Context: an optimization exercise on an open-source flow, tuned for small area, a short achievable clock period and few clock cycles per item. The choices shown serve that exercise and are no tape-out recipe. The RTL of this run was laid out without a check of its function.

`flow/run.sh`:
```
#!/bin/bash
# synth_recipe.tcl (not shown) runs the flow's synth.tcl, then flattens the netlist and writes it again
# the make line also repeats each setting of config.mk as NAME=value (left out here)
make -C /OpenROAD-flow-scripts/flow DESIGN_CONFIG=/design/flow/config.mk WORK_HOME=/design/flow/orfs CLKGATE_MAP_FILE= SYNTH_SCRIPT=/design/flow/synth_recipe.tcl finish
```
`flow/config.mk`:
```
export PLATFORM = sky130hd
export DESIGN_NAME = gregorian_day_number_convert_top
export DESIGN_NICKNAME = gregorian_day_number_convert_top
export VERILOG_FILES = /design/flow/design.v
export SDC_FILE = /design/flow/constraint.sdc
export NUM_CORES = 4
export LEC_CHECK = 0
export CAP_MARGIN = 20
export CORE_MARGIN = 2
export CORE_UTILIZATION = 60
export PLACE_DENSITY = 0.75
export SETUP_SLACK_MARGIN = 3.5
export SLEW_MARGIN = 20
```
`flow/constraint.sdc`:
```
create_clock -name core_clock -period 9.0 [get_ports {clk}]
set_input_delay 1.8000 -clock core_clock [delete_from_list [all_inputs] [get_ports {clk}]]
set_output_delay 1.8000 -clock core_clock [all_outputs]
set_load 0.01 [all_outputs]
```
`flow/design.v`:
```
package gdn_pkg;
    localparam int NUM_MIN = 306;
    localparam int NUM_MAX = 3652364;
    function automatic logic [3:0] fwd_month_index(input logic [3:0] month);
        logic [3:0] r;
        case (month)
            4'd0:    r = 4'd9;
            4'd1:    r = 4'd10;
            4'd2:    r = 4'd11;
            4'd13:   r = 4'd10;
            4'd14:   r = 4'd11;
            4'd15:   r = 4'd0;
            default: r = month - 4'd3;
        endcase
        fwd_month_index = r;
    endfunction
    function automatic logic [8:0] month_offset(input logic [3:0] mi);
        logic [8:0] r;
        case (mi)
            4'd0:    r = 9'd0;
            4'd1:    r = 9'd31;
            4'd2:    r = 9'd61;
            4'd3:    r = 9'd92;
            4'd4:    r = 9'd122;
            4'd5:    r = 9'd153;
            4'd6:    r = 9'd184;
            4'd7:    r = 9'd214;
            4'd8:    r = 9'd245;
            4'd9:    r = 9'd275;
            4'd10:   r = 9'd306;
            4'd11:   r = 9'd337;
            default: r = 9'd0;
        endcase
        month_offset = r;
    endfunction
    function automatic logic [3:0] month_index(input logic [8:0] ddd);
        logic [3:0] mi;
        mi = 4'd0;
        for (int k = 1; k < 12; k++)
        begin
            if (ddd >= month_offset(4'(k)))
            begin
                mi = mi + 4'd1;
            end
        end
        month_index = mi;
    endfunction
endpackage
module gdn_est (
    input  logic [21:0] n,
    output logic [13:0] est
);
    wire e_w1;
    wire e_w2;
    assign e_w1 = n[7] ^ n[9];
    assign e_w2 = n[7] & n[9];
    wire e_w3;
    wire e_w4;
    assign e_w3 = n[8] ^ n[10];
    assign e_w4 = n[8] & n[10];
    wire e_w5;
    wire e_w6;
    assign e_w5 = n[9] ^ n[11] ^ n[12];
    assign e_w6 = (n[9] & n[11]) | (n[9] & n[12]) | (n[11] & n[12]);
    wire e_w7;
    wire e_w8;
    assign e_w7 = n[10] ^ n[12];
    assign e_w8 = n[10] & n[12];
    wire e_w9;
    wire e_w10;
    assign e_w9 = n[6] ^ n[8] ^ n[9];
    assign e_w10 = (n[6] & n[8]) | (n[6] & n[9]) | (n[8] & n[9]);
    wire e_w11;
    wire e_w12;
    assign e_w11 = e_w1 ^ n[10] ^ n[12];
    assign e_w12 = (e_w1 & n[10]) | (e_w1 & n[12]) | (n[10] & n[12]);
    wire e_w13;
    wire e_w14;
    assign e_w13 = ~n[15] ^ ~n[18];
    assign e_w14 = ~n[15] & ~n[18];
    wire e_w15;
    wire e_w16;
    assign e_w15 = e_w2 ^ e_w3 ^ n[11];
    assign e_w16 = (e_w2 & e_w3) | (e_w2 & n[11]) | (e_w3 & n[11]);
    wire e_w17;
    wire e_w18;
    assign e_w17 = n[13] ^ ~n[16] ^ n[19];
    assign e_w18 = (n[13] & ~n[16]) | (n[13] & n[19]) | (~n[16] & n[19]);
    wire e_w19;
    wire e_w20;
    assign e_w19 = e_w4 ^ e_w5 ^ n[14];
    assign e_w20 = (e_w4 & e_w5) | (e_w4 & n[14]) | (e_w5 & n[14]);
    wire e_w21;
    wire e_w22;
    assign e_w21 = ~n[17] ^ ~n[20] ^ ~n[19];
    assign e_w22 = (~n[17] & ~n[20]) | (~n[17] & ~n[19]) | (~n[20] & ~n[19]);
    wire e_w23;
    wire e_w24;
    assign e_w23 = e_w6 ^ e_w7 ^ n[13];
    assign e_w24 = (e_w6 & e_w7) | (e_w6 & n[13]) | (e_w7 & n[13]);
    wire e_w25;
    wire e_w26;
    assign e_w25 = n[15] ^ ~n[18] ^ ~n[21];
    assign e_w26 = (n[15] & ~n[18]) | (n[15] & ~n[21]) | (~n[18] & ~n[21]);
    wire e_w27;
    wire e_w28;
    assign e_w27 = e_w8 ^ n[11] ^ n[13];
    assign e_w28 = (e_w8 & n[11]) | (e_w8 & n[13]) | (n[11] & n[13]);
    wire e_w29;
    wire e_w30;
    assign e_w29 = n[14] ^ n[16] ^ n[19];
    assign e_w30 = (n[14] & n[16]) | (n[14] & n[19]) | (n[16] & n[19]);
    wire e_w31;
    wire e_w32;
    assign e_w31 = n[12] ^ n[14] ^ n[15];
    assign e_w32 = (n[12] & n[14]) | (n[12] & n[15]) | (n[14] & n[15]);
    wire e_w33;
    wire e_w34;
    assign e_w33 = n[17] ^ ~n[20] ^ n[19];
    assign e_w34 = (n[17] & ~n[20]) | (n[17] & n[19]) | (~n[20] & n[19]);
    wire e_w35;
    wire e_w36;
    assign e_w35 = n[13] ^ n[15] ^ n[16];
    assign e_w36 = (n[13] & n[15]) | (n[13] & n[16]) | (n[15] & n[16]);
    wire e_w37;
    wire e_w38;
    assign e_w37 = n[18] ^ ~n[21] ^ n[19];
    assign e_w38 = (n[18] & ~n[21]) | (n[18] & n[19]) | (~n[21] & n[19]);
    wire e_w39;
    wire e_w40;
    assign e_w39 = n[14] ^ n[16] ^ n[17];
    assign e_w40 = (n[14] & n[16]) | (n[14] & n[17]) | (n[16] & n[17]);
    wire e_w41;
    wire e_w42;
    assign e_w41 = n[19] ^ ~n[19];
    assign e_w42 = n[19] & ~n[19];
    wire e_w43;
    wire e_w44;
    assign e_w43 = n[15] ^ n[17] ^ n[18];
    assign e_w44 = (n[15] & n[17]) | (n[15] & n[18]) | (n[17] & n[18]);
    wire e_w45;
    wire e_w46;
    assign e_w45 = n[16] ^ n[18] ^ n[19];
    assign e_w46 = (n[16] & n[18]) | (n[16] & n[19]) | (n[18] & n[19]);
    wire e_w47;
    wire e_w48;
    assign e_w47 = n[17] ^ n[19];
    assign e_w48 = n[17] & n[19];
    wire e_w49;
    wire e_w50;
    assign e_w49 = n[18] ^ n[20];
    assign e_w50 = n[18] & n[20];
    wire e_w51;
    wire e_w52;
    assign e_w51 = e_w9 ^ n[11];
    assign e_w52 = e_w9 & n[11];
    wire e_w53;
    wire e_w54;
    assign e_w53 = e_w10 ^ e_w11 ^ e_w13;
    assign e_w54 = (e_w10 & e_w11) | (e_w10 & e_w13) | (e_w11 & e_w13);
    wire e_w55;
    wire e_w56;
    assign e_w55 = e_w12 ^ e_w14 ^ e_w15;
    assign e_w56 = (e_w12 & e_w14) | (e_w12 & e_w15) | (e_w14 & e_w15);
    wire e_w57;
    wire e_w58;
    assign e_w57 = e_w16 ^ e_w18 ^ e_w19;
    assign e_w58 = (e_w16 & e_w18) | (e_w16 & e_w19) | (e_w18 & e_w19);
    wire e_w59;
    wire e_w60;
    assign e_w59 = e_w20 ^ e_w22 ^ e_w23;
    assign e_w60 = (e_w20 & e_w22) | (e_w20 & e_w23) | (e_w22 & e_w23);
    wire e_w61;
    wire e_w62;
    assign e_w61 = e_w24 ^ e_w26 ^ e_w27;
    assign e_w62 = (e_w24 & e_w26) | (e_w24 & e_w27) | (e_w26 & e_w27);
    wire e_w63;
    wire e_w64;
    assign e_w63 = e_w28 ^ e_w30 ^ e_w31;
    assign e_w64 = (e_w28 & e_w30) | (e_w28 & e_w31) | (e_w30 & e_w31);
    wire e_w65;
    wire e_w66;
    assign e_w65 = e_w32 ^ e_w34 ^ e_w35;
    assign e_w66 = (e_w32 & e_w34) | (e_w32 & e_w35) | (e_w34 & e_w35);
    wire e_w67;
    wire e_w68;
    assign e_w67 = e_w36 ^ e_w38 ^ e_w39;
    assign e_w68 = (e_w36 & e_w38) | (e_w36 & e_w39) | (e_w38 & e_w39);
    wire e_w69;
    wire e_w70;
    assign e_w69 = e_w40 ^ e_w42 ^ e_w43;
    assign e_w70 = (e_w40 & e_w42) | (e_w40 & e_w43) | (e_w42 & e_w43);
    wire e_w71;
    wire e_w72;
    assign e_w71 = e_w44 ^ e_w45 ^ n[21];
    assign e_w72 = (e_w44 & e_w45) | (e_w44 & n[21]) | (e_w45 & n[21]);
    wire e_w73;
    wire e_w74;
    assign e_w73 = e_w46 ^ e_w47 ^ n[20];
    assign e_w74 = (e_w46 & e_w47) | (e_w46 & n[20]) | (e_w47 & n[20]);
    wire e_w75;
    wire e_w76;
    assign e_w75 = e_w48 ^ e_w49 ^ n[21];
    assign e_w76 = (e_w48 & e_w49) | (e_w48 & n[21]) | (e_w49 & n[21]);
    wire e_w77;
    wire e_w78;
    assign e_w77 = e_w50 ^ n[19] ^ n[21];
    assign e_w78 = (e_w50 & n[19]) | (e_w50 & n[21]) | (n[19] & n[21]);
    wire e_w79;
    wire e_w80;
    assign e_w79 = e_w51 ^ ~n[14];
    assign e_w80 = e_w51 & ~n[14];
    wire e_w81;
    wire e_w82;
    assign e_w81 = e_w52 ^ e_w53 ^ ~n[17];
    assign e_w82 = (e_w52 & e_w53) | (e_w52 & ~n[17]) | (e_w53 & ~n[17]);
    wire e_w83;
    wire e_w84;
    assign e_w83 = e_w54 ^ e_w55 ^ e_w17;
    assign e_w84 = (e_w54 & e_w55) | (e_w54 & e_w17) | (e_w55 & e_w17);
    wire e_w85;
    wire e_w86;
    assign e_w85 = e_w56 ^ e_w57 ^ e_w21;
    assign e_w86 = (e_w56 & e_w57) | (e_w56 & e_w21) | (e_w57 & e_w21);
    wire e_w87;
    wire e_w88;
    assign e_w87 = e_w58 ^ e_w59 ^ e_w25;
    assign e_w88 = (e_w58 & e_w59) | (e_w58 & e_w25) | (e_w59 & e_w25);
    wire e_w89;
    wire e_w90;
    assign e_w89 = e_w60 ^ e_w61 ^ e_w29;
    assign e_w90 = (e_w60 & e_w61) | (e_w60 & e_w29) | (e_w61 & e_w29);
    wire e_w91;
    wire e_w92;
    assign e_w91 = e_w62 ^ e_w63 ^ e_w33;
    assign e_w92 = (e_w62 & e_w63) | (e_w62 & e_w33) | (e_w63 & e_w33);
    wire e_w93;
    wire e_w94;
    assign e_w93 = e_w64 ^ e_w65 ^ e_w37;
    assign e_w94 = (e_w64 & e_w65) | (e_w64 & e_w37) | (e_w65 & e_w37);
    wire e_w95;
    wire e_w96;
    assign e_w95 = e_w66 ^ e_w67 ^ e_w41;
    assign e_w96 = (e_w66 & e_w67) | (e_w66 & e_w41) | (e_w67 & e_w41);
    wire e_w97;
    wire e_w98;
    assign e_w97 = e_w68 ^ e_w69 ^ ~n[20];
    assign e_w98 = (e_w68 & e_w69) | (e_w68 & ~n[20]) | (e_w69 & ~n[20]);
    wire e_w99;
    wire e_w100;
    assign e_w99 = e_w70 ^ e_w71 ^ ~n[20];
    assign e_w100 = (e_w70 & e_w71) | (e_w70 & ~n[20]) | (e_w71 & ~n[20]);
    wire e_w101;
    wire e_w102;
    assign e_w101 = e_w72 ^ e_w73 ^ ~n[20];
    assign e_w102 = (e_w72 & e_w73) | (e_w72 & ~n[20]) | (e_w73 & ~n[20]);
    wire e_w103;
    wire e_w104;
    assign e_w103 = e_w74 ^ e_w75 ^ ~n[20];
    assign e_w104 = (e_w74 & e_w75) | (e_w74 & ~n[20]) | (e_w75 & ~n[20]);
    wire e_w105;
    wire e_w106;
    assign e_w105 = e_w76 ^ e_w77 ^ ~n[20];
    assign e_w106 = (e_w76 & e_w77) | (e_w76 & ~n[20]) | (e_w77 & ~n[20]);
    wire e_w107;
    wire e_w108;
    assign e_w107 = e_w78 ^ n[20] ^ ~n[20];
    assign e_w108 = (e_w78 & n[20]) | (e_w78 & ~n[20]) | (n[20] & ~n[20]);
    wire e_w109;
    wire e_w110;
    assign e_w109 = n[21] ^ ~n[20];
    assign e_w110 = n[21] & ~n[20];
    wire [16:0] e_a = {e_w110, e_w108, e_w106, e_w104, e_w102, e_w100, e_w98, e_w96, e_w94, e_w92, e_w90, e_w88, e_w86, e_w84, e_w82, e_w80, e_w79};
    wire [16:0] e_b = {~n[20], e_w109, e_w107, e_w105, e_w103, e_w101, e_w99, e_w97, e_w95, e_w93, e_w91, e_w89, e_w87, e_w85, e_w83, e_w81, n[17]};
    wire [16:0] e;
    assign e = e_a + e_b;
    assign est = e[16:3];
endmodule
module gdn_q (
    input  logic [13:0] y,
    output logic [6:0] q
);
    wire c_w1;
    wire c_w2;
    assign c_w1 = y[3] ^ y[6];
    assign c_w2 = y[3] & y[6];
    wire c_w3;
    wire c_w4;
    assign c_w3 = y[2] ^ y[4] ^ y[7];
    assign c_w4 = (y[2] & y[4]) | (y[2] & y[7]) | (y[4] & y[7]);
    wire c_w5;
    wire c_w6;
    assign c_w5 = y[3] ^ y[5] ^ y[8];
    assign c_w6 = (y[3] & y[5]) | (y[3] & y[8]) | (y[5] & y[8]);
    wire c_w7;
    wire c_w8;
    assign c_w7 = y[4] ^ y[6];
    assign c_w8 = y[4] & y[6];
    wire c_w9;
    wire c_w10;
    assign c_w9 = y[5] ^ y[7] ^ y[10];
    assign c_w10 = (y[5] & y[7]) | (y[5] & y[10]) | (y[7] & y[10]);
    wire c_w11;
    wire c_w12;
    assign c_w11 = y[6] ^ y[8] ^ y[11];
    assign c_w12 = (y[6] & y[8]) | (y[6] & y[11]) | (y[8] & y[11]);
    wire c_w13;
    wire c_w14;
    assign c_w13 = y[7] ^ y[9] ^ y[12];
    assign c_w14 = (y[7] & y[9]) | (y[7] & y[12]) | (y[9] & y[12]);
    wire c_w15;
    wire c_w16;
    assign c_w15 = y[8] ^ y[10] ^ y[13];
    assign c_w16 = (y[8] & y[10]) | (y[8] & y[13]) | (y[10] & y[13]);
    wire c_w17;
    wire c_w18;
    assign c_w17 = y[9] ^ y[11];
    assign c_w18 = y[9] & y[11];
    wire c_w19;
    wire c_w20;
    assign c_w19 = y[10] ^ y[12];
    assign c_w20 = y[10] & y[12];
    wire c_w21;
    wire c_w22;
    assign c_w21 = y[11] ^ y[13];
    assign c_w22 = y[11] & y[13];
    wire c_w23;
    wire c_w24;
    assign c_w23 = y[2] ^ y[5];
    assign c_w24 = y[2] & y[5];
    wire c_w25;
    wire c_w26;
    assign c_w25 = c_w1 ^ ~y[11] ^ ~y[10];
    assign c_w26 = (c_w1 & ~y[11]) | (c_w1 & ~y[10]) | (~y[11] & ~y[10]);
    wire c_w27;
    wire c_w28;
    assign c_w27 = c_w2 ^ c_w3 ^ ~y[12];
    assign c_w28 = (c_w2 & c_w3) | (c_w2 & ~y[12]) | (c_w3 & ~y[12]);
    wire c_w29;
    wire c_w30;
    assign c_w29 = c_w4 ^ c_w5 ^ ~y[13];
    assign c_w30 = (c_w4 & c_w5) | (c_w4 & ~y[13]) | (c_w5 & ~y[13]);
    wire c_w31;
    wire c_w32;
    assign c_w31 = c_w6 ^ c_w7 ^ ~y[9];
    assign c_w32 = (c_w6 & c_w7) | (c_w6 & ~y[9]) | (c_w7 & ~y[9]);
    wire c_w33;
    wire c_w34;
    assign c_w33 = c_w8 ^ c_w9 ^ ~y[9];
    assign c_w34 = (c_w8 & c_w9) | (c_w8 & ~y[9]) | (c_w9 & ~y[9]);
    wire c_w35;
    wire c_w36;
    assign c_w35 = c_w10 ^ c_w11 ^ ~y[9];
    assign c_w36 = (c_w10 & c_w11) | (c_w10 & ~y[9]) | (c_w11 & ~y[9]);
    wire c_w37;
    wire c_w38;
    assign c_w37 = c_w12 ^ c_w13 ^ ~y[9];
    assign c_w38 = (c_w12 & c_w13) | (c_w12 & ~y[9]) | (c_w13 & ~y[9]);
    wire c_w39;
    wire c_w40;
    assign c_w39 = c_w14 ^ c_w15 ^ ~y[9];
    assign c_w40 = (c_w14 & c_w15) | (c_w14 & ~y[9]) | (c_w15 & ~y[9]);
    wire c_w41;
    wire c_w42;
    assign c_w41 = c_w16 ^ c_w17 ^ ~y[9];
    assign c_w42 = (c_w16 & c_w17) | (c_w16 & ~y[9]) | (c_w17 & ~y[9]);
    wire c_w43;
    wire c_w44;
    assign c_w43 = c_w18 ^ c_w19 ^ ~y[9];
    assign c_w44 = (c_w18 & c_w19) | (c_w18 & ~y[9]) | (c_w19 & ~y[9]);
    wire c_w45;
    wire c_w46;
    assign c_w45 = c_w20 ^ c_w21 ^ ~y[9];
    assign c_w46 = (c_w20 & c_w21) | (c_w20 & ~y[9]) | (c_w21 & ~y[9]);
    wire c_w47;
    wire c_w48;
    assign c_w47 = c_w22 ^ y[12] ^ ~y[9];
    assign c_w48 = (c_w22 & y[12]) | (c_w22 & ~y[9]) | (y[12] & ~y[9]);
    wire c_w49;
    wire c_w50;
    assign c_w49 = y[13] ^ ~y[9];
    assign c_w50 = y[13] & ~y[9];
    wire [13:0] c_a = {c_w48, c_w46, c_w44, c_w42, c_w40, c_w38, c_w36, c_w34, c_w32, c_w30, c_w28, c_w26, c_w24, c_w23};
    wire [13:0] c_b = {c_w49, c_w47, c_w45, c_w43, c_w41, c_w39, c_w37, c_w35, c_w33, c_w31, c_w29, c_w27, c_w25, y[10]};
    wire [13:0] c;
    assign c = c_a + c_b;
    assign q = c[13:7];
endmodule
module gdn_z (
    input  logic t,
    input  logic [9:0] a,
    input  logic [13:0] y,
    input  logic [6:0] q,
    output logic [21:0] z
);
    wire z_w1;
    wire z_w2;
    assign z_w1 = y[0] ^ y[1];
    assign z_w2 = y[0] & y[1];
    wire z_w3;
    wire z_w4;
    assign z_w3 = y[1] ^ y[2] ^ y[4];
    assign z_w4 = (y[1] & y[2]) | (y[1] & y[4]) | (y[2] & y[4]);
    wire z_w5;
    wire z_w6;
    assign z_w5 = y[0] ^ y[2] ^ y[3];
    assign z_w6 = (y[0] & y[2]) | (y[0] & y[3]) | (y[2] & y[3]);
    wire z_w7;
    wire z_w8;
    assign z_w7 = y[0] ^ y[1] ^ y[3];
    assign z_w8 = (y[0] & y[1]) | (y[0] & y[3]) | (y[1] & y[3]);
    wire z_w9;
    wire z_w10;
    assign z_w9 = y[4] ^ y[6];
    assign z_w10 = y[4] & y[6];
    wire z_w11;
    wire z_w12;
    assign z_w11 = y[1] ^ y[2] ^ y[4];
    assign z_w12 = (y[1] & y[2]) | (y[1] & y[4]) | (y[2] & y[4]);
    wire z_w13;
    wire z_w14;
    assign z_w13 = y[5] ^ y[7];
    assign z_w14 = y[5] & y[7];
    wire z_w15;
    wire z_w16;
    assign z_w15 = y[0] ^ y[2] ^ y[3];
    assign z_w16 = (y[0] & y[2]) | (y[0] & y[3]) | (y[2] & y[3]);
    wire z_w17;
    wire z_w18;
    assign z_w17 = y[5] ^ y[6] ^ y[8];
    assign z_w18 = (y[5] & y[6]) | (y[5] & y[8]) | (y[6] & y[8]);
    wire z_w19;
    wire z_w20;
    assign z_w19 = y[10] ^ a[8];
    assign z_w20 = y[10] & a[8];
    wire z_w21;
    wire z_w22;
    assign z_w21 = y[1] ^ y[3] ^ y[4];
    assign z_w22 = (y[1] & y[3]) | (y[1] & y[4]) | (y[3] & y[4]);
    wire z_w23;
    wire z_w24;
    assign z_w23 = y[6] ^ y[7] ^ y[9];
    assign z_w24 = (y[6] & y[7]) | (y[6] & y[9]) | (y[7] & y[9]);
    wire z_w25;
    wire z_w26;
    assign z_w25 = y[11] ^ a[9] ^ ~a[7];
    assign z_w26 = (y[11] & a[9]) | (y[11] & ~a[7]) | (a[9] & ~a[7]);
    wire z_w27;
    wire z_w28;
    assign z_w27 = y[2] ^ y[4] ^ y[5];
    assign z_w28 = (y[2] & y[4]) | (y[2] & y[5]) | (y[4] & y[5]);
    wire z_w29;
    wire z_w30;
    assign z_w29 = y[7] ^ y[8] ^ y[10];
    assign z_w30 = (y[7] & y[8]) | (y[7] & y[10]) | (y[8] & y[10]);
    wire z_w31;
    wire z_w32;
    assign z_w31 = y[12] ^ ~a[7];
    assign z_w32 = y[12] & ~a[7];
    wire z_w33;
    wire z_w34;
    assign z_w33 = y[3] ^ y[5] ^ y[6];
    assign z_w34 = (y[3] & y[5]) | (y[3] & y[6]) | (y[5] & y[6]);
    wire z_w35;
    wire z_w36;
    assign z_w35 = y[8] ^ y[9] ^ y[11];
    assign z_w36 = (y[8] & y[9]) | (y[8] & y[11]) | (y[9] & y[11]);
    wire z_w37;
    wire z_w38;
    assign z_w37 = y[13] ^ ~a[7];
    assign z_w38 = y[13] & ~a[7];
    wire z_w39;
    wire z_w40;
    assign z_w39 = y[4] ^ y[6] ^ y[7];
    assign z_w40 = (y[4] & y[6]) | (y[4] & y[7]) | (y[6] & y[7]);
    wire z_w41;
    wire z_w42;
    assign z_w41 = y[9] ^ y[10] ^ y[12];
    assign z_w42 = (y[9] & y[10]) | (y[9] & y[12]) | (y[10] & y[12]);
    wire z_w43;
    wire z_w44;
    assign z_w43 = y[5] ^ y[7] ^ y[8];
    assign z_w44 = (y[5] & y[7]) | (y[5] & y[8]) | (y[7] & y[8]);
    wire z_w45;
    wire z_w46;
    assign z_w45 = y[10] ^ y[11];
    assign z_w46 = y[10] & y[11];
    wire z_w47;
    wire z_w48;
    assign z_w47 = y[6] ^ y[8] ^ y[9];
    assign z_w48 = (y[6] & y[8]) | (y[6] & y[9]) | (y[8] & y[9]);
    wire z_w49;
    wire z_w50;
    assign z_w49 = y[7] ^ y[9];
    assign z_w50 = y[7] & y[9];
    wire z_w51;
    wire z_w52;
    assign z_w51 = y[0] ^ y[2] ^ a[0];
    assign z_w52 = (y[0] & y[2]) | (y[0] & a[0]) | (y[2] & a[0]);
    wire z_w53;
    wire z_w54;
    assign z_w53 = y[1] ^ y[3] ^ a[1];
    assign z_w54 = (y[1] & y[3]) | (y[1] & a[1]) | (y[3] & a[1]);
    wire z_w55;
    wire z_w56;
    assign z_w55 = y[0] ^ y[2] ^ y[4];
    assign z_w56 = (y[0] & y[2]) | (y[0] & y[4]) | (y[2] & y[4]);
    wire z_w57;
    wire z_w58;
    assign z_w57 = a[2] ^ q[4];
    assign z_w58 = a[2] & q[4];
    wire z_w59;
    wire z_w60;
    assign z_w59 = z_w1 ^ y[3] ^ y[5];
    assign z_w60 = (z_w1 & y[3]) | (z_w1 & y[5]) | (y[3] & y[5]);
    wire z_w61;
    wire z_w62;
    assign z_w61 = a[3] ^ q[5] ^ ~q[3];
    assign z_w62 = (a[3] & q[5]) | (a[3] & ~q[3]) | (q[5] & ~q[3]);
    wire z_w63;
    wire z_w64;
    assign z_w63 = z_w2 ^ z_w3 ^ y[6];
    assign z_w64 = (z_w2 & z_w3) | (z_w2 & y[6]) | (z_w3 & y[6]);
    wire z_w65;
    wire z_w66;
    assign z_w65 = a[4] ^ q[6] ^ ~q[4];
    assign z_w66 = (a[4] & q[6]) | (a[4] & ~q[4]) | (q[6] & ~q[4]);
    wire z_w67;
    wire z_w68;
    assign z_w67 = z_w4 ^ z_w5 ^ y[5];
    assign z_w68 = (z_w4 & z_w5) | (z_w4 & y[5]) | (z_w5 & y[5]);
    wire z_w69;
    wire z_w70;
    assign z_w69 = y[7] ^ a[5] ^ ~q[5];
    assign z_w70 = (y[7] & a[5]) | (y[7] & ~q[5]) | (a[5] & ~q[5]);
    wire z_w71;
    wire z_w72;
    assign z_w71 = z_w6 ^ z_w7 ^ z_w9;
    assign z_w72 = (z_w6 & z_w7) | (z_w6 & z_w9) | (z_w7 & z_w9);
    wire z_w73;
    wire z_w74;
    assign z_w73 = y[8] ^ a[6] ^ ~q[6];
    assign z_w74 = (y[8] & a[6]) | (y[8] & ~q[6]) | (a[6] & ~q[6]);
    wire z_w75;
    wire z_w76;
    assign z_w75 = z_w8 ^ z_w10 ^ z_w11;
    assign z_w76 = (z_w8 & z_w10) | (z_w8 & z_w11) | (z_w10 & z_w11);
    wire z_w77;
    wire z_w78;
    assign z_w77 = z_w13 ^ y[9] ^ ~a[7];
    assign z_w78 = (z_w13 & y[9]) | (z_w13 & ~a[7]) | (y[9] & ~a[7]);
    wire z_w79;
    wire z_w80;
    assign z_w79 = z_w12 ^ z_w14 ^ z_w15;
    assign z_w80 = (z_w12 & z_w14) | (z_w12 & z_w15) | (z_w14 & z_w15);
    wire z_w81;
    wire z_w82;
    assign z_w81 = z_w17 ^ z_w19 ^ ~a[7];
    assign z_w82 = (z_w17 & z_w19) | (z_w17 & ~a[7]) | (z_w19 & ~a[7]);
    wire z_w83;
    wire z_w84;
    assign z_w83 = z_w16 ^ z_w18 ^ z_w20;
    assign z_w84 = (z_w16 & z_w18) | (z_w16 & z_w20) | (z_w18 & z_w20);
    wire z_w85;
    wire z_w86;
    assign z_w85 = z_w21 ^ z_w23 ^ z_w25;
    assign z_w86 = (z_w21 & z_w23) | (z_w21 & z_w25) | (z_w23 & z_w25);
    wire z_w87;
    wire z_w88;
    assign z_w87 = z_w22 ^ z_w24 ^ z_w26;
    assign z_w88 = (z_w22 & z_w24) | (z_w22 & z_w26) | (z_w24 & z_w26);
    wire z_w89;
    wire z_w90;
    assign z_w89 = z_w27 ^ z_w29 ^ z_w31;
    assign z_w90 = (z_w27 & z_w29) | (z_w27 & z_w31) | (z_w29 & z_w31);
    wire z_w91;
    wire z_w92;
    assign z_w91 = z_w28 ^ z_w30 ^ z_w32;
    assign z_w92 = (z_w28 & z_w30) | (z_w28 & z_w32) | (z_w30 & z_w32);
    wire z_w93;
    wire z_w94;
    assign z_w93 = z_w33 ^ z_w35 ^ z_w37;
    assign z_w94 = (z_w33 & z_w35) | (z_w33 & z_w37) | (z_w35 & z_w37);
    wire z_w95;
    wire z_w96;
    assign z_w95 = z_w34 ^ z_w36 ^ z_w38;
    assign z_w96 = (z_w34 & z_w36) | (z_w34 & z_w38) | (z_w36 & z_w38);
    wire z_w97;
    wire z_w98;
    assign z_w97 = z_w39 ^ z_w41 ^ ~a[7];
    assign z_w98 = (z_w39 & z_w41) | (z_w39 & ~a[7]) | (z_w41 & ~a[7]);
    wire z_w99;
    wire z_w100;
    assign z_w99 = z_w40 ^ z_w42 ^ z_w43;
    assign z_w100 = (z_w40 & z_w42) | (z_w40 & z_w43) | (z_w42 & z_w43);
    wire z_w101;
    wire z_w102;
    assign z_w101 = z_w45 ^ y[13] ^ ~a[7];
    assign z_w102 = (z_w45 & y[13]) | (z_w45 & ~a[7]) | (y[13] & ~a[7]);
    wire z_w103;
    wire z_w104;
    assign z_w103 = z_w44 ^ z_w46 ^ z_w47;
    assign z_w104 = (z_w44 & z_w46) | (z_w44 & z_w47) | (z_w46 & z_w47);
    wire z_w105;
    wire z_w106;
    assign z_w105 = y[11] ^ y[12] ^ ~a[7];
    assign z_w106 = (y[11] & y[12]) | (y[11] & ~a[7]) | (y[12] & ~a[7]);
    wire z_w107;
    wire z_w108;
    assign z_w107 = z_w48 ^ z_w49 ^ y[10];
    assign z_w108 = (z_w48 & z_w49) | (z_w48 & y[10]) | (z_w49 & y[10]);
    wire z_w109;
    wire z_w110;
    assign z_w109 = y[12] ^ y[13] ^ ~a[7];
    assign z_w110 = (y[12] & y[13]) | (y[12] & ~a[7]) | (y[13] & ~a[7]);
    wire z_w111;
    wire z_w112;
    assign z_w111 = z_w50 ^ y[8] ^ y[10];
    assign z_w112 = (z_w50 & y[8]) | (z_w50 & y[10]) | (y[8] & y[10]);
    wire z_w113;
    wire z_w114;
    assign z_w113 = y[11] ^ y[13] ^ ~a[7];
    assign z_w114 = (y[11] & y[13]) | (y[11] & ~a[7]) | (y[13] & ~a[7]);
    wire z_w115;
    wire z_w116;
    assign z_w115 = y[9] ^ y[11] ^ y[12];
    assign z_w116 = (y[9] & y[11]) | (y[9] & y[12]) | (y[11] & y[12]);
    wire z_w117;
    wire z_w118;
    assign z_w117 = y[10] ^ y[12];
    assign z_w118 = y[10] & y[12];
    wire z_w119;
    wire z_w120;
    assign z_w119 = z_w51 ^ t;
    assign z_w120 = z_w51 & t;
    wire z_w121;
    wire z_w122;
    assign z_w121 = z_w52 ^ z_w53 ^ q[3];
    assign z_w122 = (z_w52 & z_w53) | (z_w52 & q[3]) | (z_w53 & q[3]);
    wire z_w123;
    wire z_w124;
    assign z_w123 = z_w54 ^ z_w55 ^ z_w57;
    assign z_w124 = (z_w54 & z_w55) | (z_w54 & z_w57) | (z_w55 & z_w57);
    wire z_w125;
    wire z_w126;
    assign z_w125 = z_w56 ^ z_w58 ^ z_w59;
    assign z_w126 = (z_w56 & z_w58) | (z_w56 & z_w59) | (z_w58 & z_w59);
    wire z_w127;
    wire z_w128;
    assign z_w127 = z_w60 ^ z_w62 ^ z_w63;
    assign z_w128 = (z_w60 & z_w62) | (z_w60 & z_w63) | (z_w62 & z_w63);
    wire z_w129;
    wire z_w130;
    assign z_w129 = z_w64 ^ z_w66 ^ z_w67;
    assign z_w130 = (z_w64 & z_w66) | (z_w64 & z_w67) | (z_w66 & z_w67);
    wire z_w131;
    wire z_w132;
    assign z_w131 = z_w68 ^ z_w70 ^ z_w71;
    assign z_w132 = (z_w68 & z_w70) | (z_w68 & z_w71) | (z_w70 & z_w71);
    wire z_w133;
    wire z_w134;
    assign z_w133 = z_w72 ^ z_w74 ^ z_w75;
    assign z_w134 = (z_w72 & z_w74) | (z_w72 & z_w75) | (z_w74 & z_w75);
    wire z_w135;
    wire z_w136;
    assign z_w135 = z_w76 ^ z_w78 ^ z_w79;
    assign z_w136 = (z_w76 & z_w78) | (z_w76 & z_w79) | (z_w78 & z_w79);
    wire z_w137;
    wire z_w138;
    assign z_w137 = z_w80 ^ z_w82 ^ z_w83;
    assign z_w138 = (z_w80 & z_w82) | (z_w80 & z_w83) | (z_w82 & z_w83);
    wire z_w139;
    wire z_w140;
    assign z_w139 = z_w84 ^ z_w86 ^ z_w87;
    assign z_w140 = (z_w84 & z_w86) | (z_w84 & z_w87) | (z_w86 & z_w87);
    wire z_w141;
    wire z_w142;
    assign z_w141 = z_w88 ^ z_w90 ^ z_w91;
    assign z_w142 = (z_w88 & z_w90) | (z_w88 & z_w91) | (z_w90 & z_w91);
    wire z_w143;
    wire z_w144;
    assign z_w143 = z_w92 ^ z_w94 ^ z_w95;
    assign z_w144 = (z_w92 & z_w94) | (z_w92 & z_w95) | (z_w94 & z_w95);
    wire z_w145;
    wire z_w146;
    assign z_w145 = z_w96 ^ z_w98 ^ z_w99;
    assign z_w146 = (z_w96 & z_w98) | (z_w96 & z_w99) | (z_w98 & z_w99);
    wire z_w147;
    wire z_w148;
    assign z_w147 = z_w100 ^ z_w102 ^ z_w103;
    assign z_w148 = (z_w100 & z_w102) | (z_w100 & z_w103) | (z_w102 & z_w103);
    wire z_w149;
    wire z_w150;
    assign z_w149 = z_w104 ^ z_w106 ^ z_w107;
    assign z_w150 = (z_w104 & z_w106) | (z_w104 & z_w107) | (z_w106 & z_w107);
    wire z_w151;
    wire z_w152;
    assign z_w151 = z_w108 ^ z_w110 ^ z_w111;
    assign z_w152 = (z_w108 & z_w110) | (z_w108 & z_w111) | (z_w110 & z_w111);
    wire z_w153;
    wire z_w154;
    assign z_w153 = z_w112 ^ z_w114 ^ z_w115;
    assign z_w154 = (z_w112 & z_w114) | (z_w112 & z_w115) | (z_w114 & z_w115);
    wire z_w155;
    wire z_w156;
    assign z_w155 = z_w116 ^ z_w117 ^ y[13];
    assign z_w156 = (z_w116 & z_w117) | (z_w116 & y[13]) | (z_w117 & y[13]);
    wire z_w157;
    wire z_w158;
    assign z_w157 = z_w118 ^ y[11] ^ y[13];
    assign z_w158 = (z_w118 & y[11]) | (z_w118 & y[13]) | (y[11] & y[13]);
    wire z_w159;
    wire z_w160;
    assign z_w159 = z_w119 ^ q[2];
    assign z_w160 = z_w119 & q[2];
    wire z_w161;
    wire z_w162;
    assign z_w161 = z_w120 ^ z_w121 ^ ~q[1];
    assign z_w162 = (z_w120 & z_w121) | (z_w120 & ~q[1]) | (z_w121 & ~q[1]);
    wire z_w163;
    wire z_w164;
    assign z_w163 = z_w122 ^ z_w123 ^ ~q[2];
    assign z_w164 = (z_w122 & z_w123) | (z_w122 & ~q[2]) | (z_w123 & ~q[2]);
    wire z_w165;
    wire z_w166;
    assign z_w165 = z_w124 ^ z_w125 ^ z_w61;
    assign z_w166 = (z_w124 & z_w125) | (z_w124 & z_w61) | (z_w125 & z_w61);
    wire z_w167;
    wire z_w168;
    assign z_w167 = z_w126 ^ z_w127 ^ z_w65;
    assign z_w168 = (z_w126 & z_w127) | (z_w126 & z_w65) | (z_w127 & z_w65);
    wire z_w169;
    wire z_w170;
    assign z_w169 = z_w128 ^ z_w129 ^ z_w69;
    assign z_w170 = (z_w128 & z_w129) | (z_w128 & z_w69) | (z_w129 & z_w69);
    wire z_w171;
    wire z_w172;
    assign z_w171 = z_w130 ^ z_w131 ^ z_w73;
    assign z_w172 = (z_w130 & z_w131) | (z_w130 & z_w73) | (z_w131 & z_w73);
    wire z_w173;
    wire z_w174;
    assign z_w173 = z_w132 ^ z_w133 ^ z_w77;
    assign z_w174 = (z_w132 & z_w133) | (z_w132 & z_w77) | (z_w133 & z_w77);
    wire z_w175;
    wire z_w176;
    assign z_w175 = z_w134 ^ z_w135 ^ z_w81;
    assign z_w176 = (z_w134 & z_w135) | (z_w134 & z_w81) | (z_w135 & z_w81);
    wire z_w177;
    wire z_w178;
    assign z_w177 = z_w136 ^ z_w137 ^ z_w85;
    assign z_w178 = (z_w136 & z_w137) | (z_w136 & z_w85) | (z_w137 & z_w85);
    wire z_w179;
    wire z_w180;
    assign z_w179 = z_w138 ^ z_w139 ^ z_w89;
    assign z_w180 = (z_w138 & z_w139) | (z_w138 & z_w89) | (z_w139 & z_w89);
    wire z_w181;
    wire z_w182;
    assign z_w181 = z_w140 ^ z_w141 ^ z_w93;
    assign z_w182 = (z_w140 & z_w141) | (z_w140 & z_w93) | (z_w141 & z_w93);
    wire z_w183;
    wire z_w184;
    assign z_w183 = z_w142 ^ z_w143 ^ z_w97;
    assign z_w184 = (z_w142 & z_w143) | (z_w142 & z_w97) | (z_w143 & z_w97);
    wire z_w185;
    wire z_w186;
    assign z_w185 = z_w144 ^ z_w145 ^ z_w101;
    assign z_w186 = (z_w144 & z_w145) | (z_w144 & z_w101) | (z_w145 & z_w101);
    wire z_w187;
    wire z_w188;
    assign z_w187 = z_w146 ^ z_w147 ^ z_w105;
    assign z_w188 = (z_w146 & z_w147) | (z_w146 & z_w105) | (z_w147 & z_w105);
    wire z_w189;
    wire z_w190;
    assign z_w189 = z_w148 ^ z_w149 ^ z_w109;
    assign z_w190 = (z_w148 & z_w149) | (z_w148 & z_w109) | (z_w149 & z_w109);
    wire z_w191;
    wire z_w192;
    assign z_w191 = z_w150 ^ z_w151 ^ z_w113;
    assign z_w192 = (z_w150 & z_w151) | (z_w150 & z_w113) | (z_w151 & z_w113);
    wire z_w193;
    wire z_w194;
    assign z_w193 = z_w152 ^ z_w153 ^ ~a[7];
    assign z_w194 = (z_w152 & z_w153) | (z_w152 & ~a[7]) | (z_w153 & ~a[7]);
    wire z_w195;
    wire z_w196;
    assign z_w195 = z_w154 ^ z_w155 ^ ~a[7];
    assign z_w196 = (z_w154 & z_w155) | (z_w154 & ~a[7]) | (z_w155 & ~a[7]);
    wire z_w197;
    wire z_w198;
    assign z_w197 = z_w156 ^ z_w157 ^ ~a[7];
    assign z_w198 = (z_w156 & z_w157) | (z_w156 & ~a[7]) | (z_w157 & ~a[7]);
    wire z_w199;
    wire z_w200;
    assign z_w199 = z_w158 ^ y[12] ^ ~a[7];
    assign z_w200 = (z_w158 & y[12]) | (z_w158 & ~a[7]) | (y[12] & ~a[7]);
    wire z_w201;
    wire z_w202;
    assign z_w201 = y[13] ^ ~a[7];
    assign z_w202 = y[13] & ~a[7];
    wire [21:0] z_a = {z_w200, z_w198, z_w196, z_w194, z_w192, z_w190, z_w188, z_w186, z_w184, z_w182, z_w180, z_w178, z_w176, z_w174, z_w172, z_w170, z_w168, z_w166, z_w164, z_w162, z_w160, z_w159};
    wire [21:0] z_b = {z_w201, z_w199, z_w197, z_w195, z_w193, z_w191, z_w189, z_w187, z_w185, z_w183, z_w181, z_w179, z_w177, z_w175, z_w173, z_w171, z_w169, z_w167, z_w165, z_w163, z_w161, ~q[0]};
    assign z = z_a + z_b;
endmodule
module gregorian_day_number_convert_top (
    input  logic         clk,
    input  logic         rst_n,
    input  logic         req_valid,
    output logic         req_ready,
    input  logic         req_type,
    input  logic [13:0]  year_in,
    input  logic [3:0]   month_in,
    input  logic [4:0]   day_in,
    input  logic [21:0]  number_in,
    output logic         rsp_valid,
    input  logic         rsp_ready,
    output logic [21:0]  number_out,
    output logic [13:0]  year_out,
    output logic [3:0]   month_out,
    output logic [4:0]   day_out,
    output logic         range_error
);
    logic        v1_reg, v2_reg, v3_reg, v4_reg;
    logic        en;
    logic        s1_typ_reg;
    logic        s1_err_reg;
    logic [13:0] s1_y_reg;
    logic [9:0]  s1_a_reg;
    logic        s2_typ_reg;
    logic        s2_err_reg;
    logic [13:0] s2_y_reg;
    logic [9:0]  s2_a_reg;
    logic [6:0]  s2_q_reg;
    logic        s3_typ_reg;
    logic        s3_err_reg;
    logic        s3_leap_reg;
    logic [1:0]  s3_yh_reg;
    logic [21:0] s3_p_reg;
    logic        s4_num_reg;
    logic        s4_date_reg;
    logic        s4_err_reg;
    logic [23:0] s4_p_reg;
    assign en = !v4_reg || rsp_ready;
    assign req_ready = en;
    assign rsp_valid = v4_reg;
    always_ff @(posedge clk or negedge rst_n)
    begin
        if (!rst_n)
        begin
            v1_reg <= 1'b0;
            v2_reg <= 1'b0;
            v3_reg <= 1'b0;
            v4_reg <= 1'b0;
        end
        else if (en)
        begin
            v1_reg <= req_valid;
            v2_reg <= v1_reg;
            v3_reg <= v2_reg;
            v4_reg <= v3_reg;
        end
    end
    logic [3:0]  a_mi;
    logic        a_wrap;
    logic [8:0]  a_off;
    logic [13:0] a_yf;
    logic        a_ferr;
    logic [13:0] a_est;
    logic        a_gbad;
    gdn_est u_est (.n(number_in), .est(a_est));
    always_comb
    begin
        a_mi = gdn_pkg::fwd_month_index(month_in);
        a_wrap = (a_mi >= 4'd10);
        a_off = gdn_pkg::month_offset(a_mi) + 9'(day_in);
        a_yf = year_in - 14'(a_wrap);
        a_ferr = (a_wrap && (year_in == 14'd0)) || (a_yf > 14'd9999)
              || ((a_yf == 14'd9999) && (a_off > 9'd306))
              || ((a_yf == 14'd0) && (a_off < 9'd307));
        a_gbad = (number_in < 22'(gdn_pkg::NUM_MIN)) || (number_in > 22'(gdn_pkg::NUM_MAX));
    end
    always_ff @(posedge clk)
    begin
        if (en)
        begin
            s1_typ_reg <= req_type;
            if (req_type)
            begin
                s1_err_reg <= a_gbad;
                s1_y_reg <= a_est;
                s1_a_reg <= ~number_in[9:0];
            end
            else
            begin
                s1_err_reg <= a_ferr;
                s1_y_reg <= a_yf;
                s1_a_reg <= {1'b0, a_off};
            end
        end
    end
    logic [6:0]  b_q;
    gdn_q u_q (.y(s1_y_reg), .q(b_q));
    always_ff @(posedge clk)
    begin
        if (en)
        begin
            s2_typ_reg <= s1_typ_reg;
            s2_err_reg <= s1_err_reg;
            s2_y_reg <= s1_y_reg;
            s2_a_reg <= s1_a_reg;
            s2_q_reg <= b_q;
        end
    end
    logic [21:0] m_z;
    logic [4:0]  m_rem25;
    logic        m_leap;
    gdn_z u_z (.t(s2_typ_reg), .a(s2_a_reg), .y(s2_y_reg), .q(s2_q_reg), .z(m_z));
    always_comb
    begin
        m_rem25 = s2_y_reg[6:2] - 5'(s2_q_reg) * 5'd25;
        m_leap = (s2_y_reg[1:0] == 2'd0) && ((m_rem25 != 5'd0) || (s2_q_reg[1:0] == 2'd0));
    end
    always_ff @(posedge clk)
    begin
        if (en)
        begin
            s3_typ_reg <= s2_typ_reg;
            s3_err_reg <= s2_err_reg;
            s3_leap_reg <= m_leap;
            s3_yh_reg <= s2_y_reg[13:12];
            s3_p_reg <= s2_typ_reg ? {s2_y_reg[11:0], ~m_z[9:0]} : m_z;
        end
    end
    logic        c_back;
    logic [8:0]  c_d;
    logic [11:1] c_ge;
    logic [3:0]  c_mi;
    always_comb
    begin
        c_back = s3_p_reg[9];
        c_d = s3_p_reg[8:0] + (c_back ? 9'd365 + 9'(s3_leap_reg) : 9'd0);
        for (int k = 1; k < 12; k++)
        begin
            c_ge[k] = (c_d >= gdn_pkg::month_offset(4'(k)));
        end
        c_mi[3] = c_ge[8];
        c_mi[2] = c_ge[4] && !c_ge[8];
        c_mi[1] = (c_ge[2] && !c_ge[4]) || (c_ge[6] && !c_ge[8]) || c_ge[10];
        c_mi[0] = (c_ge[1] && !c_ge[2]) || (c_ge[3] && !c_ge[4]) || (c_ge[5] && !c_ge[6])
               || (c_ge[7] && !c_ge[8]) || (c_ge[9] && !c_ge[10]) || c_ge[11];
    end
    always_ff @(posedge clk)
    begin
        if (en)
        begin
            s4_num_reg <= !s3_typ_reg && !s3_err_reg;
            s4_date_reg <= s3_typ_reg && !s3_err_reg;
            s4_err_reg <= s3_err_reg;
            s4_p_reg <= s3_typ_reg ? {s3_yh_reg, s3_p_reg[21:10], c_back, c_mi, c_d[4:0]}
                                   : {2'b0, s3_p_reg};
        end
    end
    logic [13:0] o_y;
    logic        o_back;
    logic [3:0]  o_mi;
    logic        o_wrap;
    logic [4:0]  o_mo;
    logic [4:0]  o_day;
    logic [3:0]  o_month;
    logic [13:0] o_year;
    assign o_mo = (o_mi == 4'd1) ? 5'd31 : (o_mi == 4'd2) ? 5'd29 : (o_mi == 4'd3) ? 5'd28
                : (o_mi == 4'd4) ? 5'd26 : (o_mi == 4'd5) ? 5'd25 : (o_mi == 4'd6) ? 5'd24
                : (o_mi == 4'd7) ? 5'd22 : (o_mi == 4'd8) ? 5'd21 : (o_mi == 4'd9) ? 5'd19
                : (o_mi == 4'd10) ? 5'd18 : (o_mi == 4'd11) ? 5'd17 : 5'd0;
    always_comb
    begin
        o_y = s4_p_reg[23:10];
        o_back = s4_p_reg[9];
        o_mi = s4_p_reg[8:5];
        o_wrap = (o_mi >= 4'd10);
        o_day = s4_p_reg[4:0] - o_mo + 5'd1;
        o_month = o_wrap ? o_mi - 4'd9 : o_mi + 4'd3;
        o_year = o_y - 14'(o_back) + 14'(o_wrap);
        range_error = s4_err_reg;
        number_out = s4_num_reg ? s4_p_reg[21:0] : 22'd0;
        year_out = s4_date_reg ? o_year : 14'd0;
        month_out = s4_date_reg ? o_month : 4'd0;
        day_out = s4_date_reg ? o_day : 5'd0;
    end
endmodule
```
==> summary.txt <==
Peak Freq=0.172 GHz; Final Max Tran Viols=0; hold buffer count at cts=0; Seq/Total Area, Yosys=0.261; unique cell type count in the Yosys netlist=76; max_slew headroom=0.443; initial antenna violation count=0; Area contributors post-synth=edfxtp_1 25%, fa_1 22%, ha_1 13%, inv_1 5.8%, xnor2_1 4.2%; most common cell after layout, fill and taps aside=inv_1; Finish-stage setup viols=0; Worst Hold Path EP=s4_p_reg[21]; clock root buffer=clkbuf_16; Critical Path RT=9.14 ns; min-delay worst type=reg -> reg; unrepaired setup endpoints after global routing=yes; CP max FO=5; Vias/cell=5.65; Syn Area/Cell=10.3 um^2; die width=153 um; final worst path period share=0.645; reg2reg setup slack=3.76 ns; Post-Syn Instances=1301; chip height=153 um; R2R Path Start=s2_y_reg[2]; worst reg2reg path endpoint=s3_p_reg[19]; number of port buffers=97; gr ovfl total=0; I/O pin count=98; Clock Sink Count=117; Crit Path Class=in -> reg; Final Core Density=0.726; most frequent cells in the layout=200 x inv_1, 147 x fa_1, 131 x ha_1, 113 x edfxtp_1, 69 x clkdlybuf4s50_1; Least-Margin Pin Slew=0.831 ns; hold path depth=0; Initial Util=0.613; CP Launch Type=input port; Multi-input gate area=9320 um^2; EDFF count, synth=113; ANT nets after route=0; core area=21800 um^2; routability cong.=0.878; Post-Synthesis Cell Area=13400 um^2; worst r2r path cells=16; DRC violations left=0; FP Rows=54; Async SR Flop Fraction=0.0342; Clock Skews=0.00708 ns; Reg clk slew, reported paths=0.06 ns; worst endpoint data arrival time=5.94 ns; MaxCap Viol Count=0; setup TNS=0 ns; Fillers=1602; hold wc startpoint=s3_p_reg[21]; TritonCTS clock tree=done; final wirelength=28.6 mm; Starting DRT DRC Count=480; Synth area leader=edfxtp_1; Main synth FF type=edfxtp_1; later-pin clock latency in the skew report=0.42 ns; number of flip-flops in the largest register=24; YS warnings=1; top-area cell type share of the netlist area=0.254; vias=9740; Final Critical Period=5.80 ns; register area=3490 um^2; router iterations before antenna repair=5; # H-tree levels=4; gr usage total=0.252; Hold Violations, Final=0; placed insts=1657; final non-filler cell total=1725; layout net count=1774; Area growth syn-to-layout=18.5%; post-DP HPWL=22.6 mm; Crit. End Element=flop; CTS max path bufs=2; vias in the first global route=9938; die area=23500 um^2; layout cells sized above 1=0.113; antenna fix cells=0; CTS Buf Count=17; syn_nets=1643; status=timing/DRC/antenna clean; FF+latch count, synth=117; first-pass GRT wire length=47.5 mm; pin count of the biggest net entering global routing=64; WL/cell=16.6 um
==> cell usage after synthesis (6+ instances only) <==
cell type  count
nor2_1        71
mux2i_1        9
and2_1        47
a21oi_1       68
nand2_1       57
nand4_1        6
and3_1         6
xnor2_1       64
a211oi_1       9
o21ai_0       47
ha_1         142
o21a_1        14
o31ai_1       14
nor2b_1        9
mux2_2         6
xor2_1        40
nand2b_1      15
clkbuf_1      20
edfxtp_1     113
o21bai_1       9
nor4_1        12
nor3_1        25
inv_1        208
a21o_1        20
or3_1         11
fa_1         150
nand3_1       17
==> worst max-delay path, cell delays in order <==
cell and delay (ns):
clkdlybuf4s15_2 0.25, ha_1 0.34, fa_1 0.50, fa_1 0.43, fa_1 0.53, ha_4 0.22
a21oi_4 0.18, a21boi_4 0.07, o31a_1 0.26, o221a_2 0.26, o41a_1 0.35, a41o_1 0.24
o41ai_2 0.25, xor2_1 0.18, mux2i_1 0.08
==> how the worst max path moves through the flow <==
stage,slack (ns),from,end
finish,3.20,number_in[8],s1_y_reg[13]
global route,3.02,number_in[17],s1_y_reg[13]
CTS,3.01,number_in[9],s1_y_reg[13]
detailed placement,2.17,number_in[9],s1_y_reg[13]
global placement,2.28,number_in[9],s1_y_reg[13]
floorplan,3.04,number_in[9],s1_y_reg[13]
==> cell families (layout without fill, tap and decap cells) <==
family,Yosys count,in the layout,synth area share
simple gates,295,295,0.113
fa+ha+maj,293,293,0.358
compound gates,241,241,0.120
buf+inv,234,378,0.0657
flops,117,117,0.261
xor+xnor,104,104,0.0681
mux,17,17,0.0143
==> through the flow <==
stage	setup WS, ns	cell area (um^2)	hold slack (ns)
final	3.20	15900	0.411
after detailed placement	2.17	14700	0.405
after floorplan	3.04	13400	0.400
after global placement	2.28	14700	0.401
after CTS	3.01	15600	0.413
after global routing	3.02	15900	0.419
==> what timing repair did <==
action / CTS / global route
setup endpoints to repair: 28 / 27
setup buffers: 21 / 15
resized for setup: 82 / 56
pin swaps: 24 / 23
==> per-layer routing <==
layer / track usage / vias up / wire [um]
met5: 0 / - / 0
met4: 0.116 / 0 / 1110
met3: 0.0366 / 70 / 1240
met2: 0.455 / 269 / 14700
met1: 0.295 / 4693 / 11500
li1: - / 4708 / -
==> layout make-up <==
| class | count | area share |
|---|---|---|
| inverter | 209 | 0.0495 |
| clock buffer | 17 | 0.0268 |
| clock inverter | 15 | 0.0128 |
| tap | 280 | 0.0221 |
| timing repair buffer | 137 | 0.0804 |
| multi-input combinational | 950 | 0.588 |
| sequential | 117 | 0.220 |

## re-timing with driven ports
In the flow no input, the clock included, has a driving cell. The finished layout below was timed again as built, in two steps. Step 1 sets driving cells, clkbuf_16 on the clock port and buf_2 on the other inputs (assumed; they add their load-dependent delay and slew). Step 2 adds t to the input delays and takes it off the output delays; t is the mean of the earliest and latest rising clock arrival at the registers after step 1. Input paths then give back, and output paths get back, about the clock's delay inside the block. a / b / c = ideal / step 1 / step 2; a / b = the first two.
t, ns: 0.464
slack for setup (ns): 3.199 / 3.221 / 2.757
worst setup path at the end: input to register
After both steps setup and hold are still met in this run. The setup slack of this run moves by +0.022 ns with the drivers and by -0.442 ns with both steps.
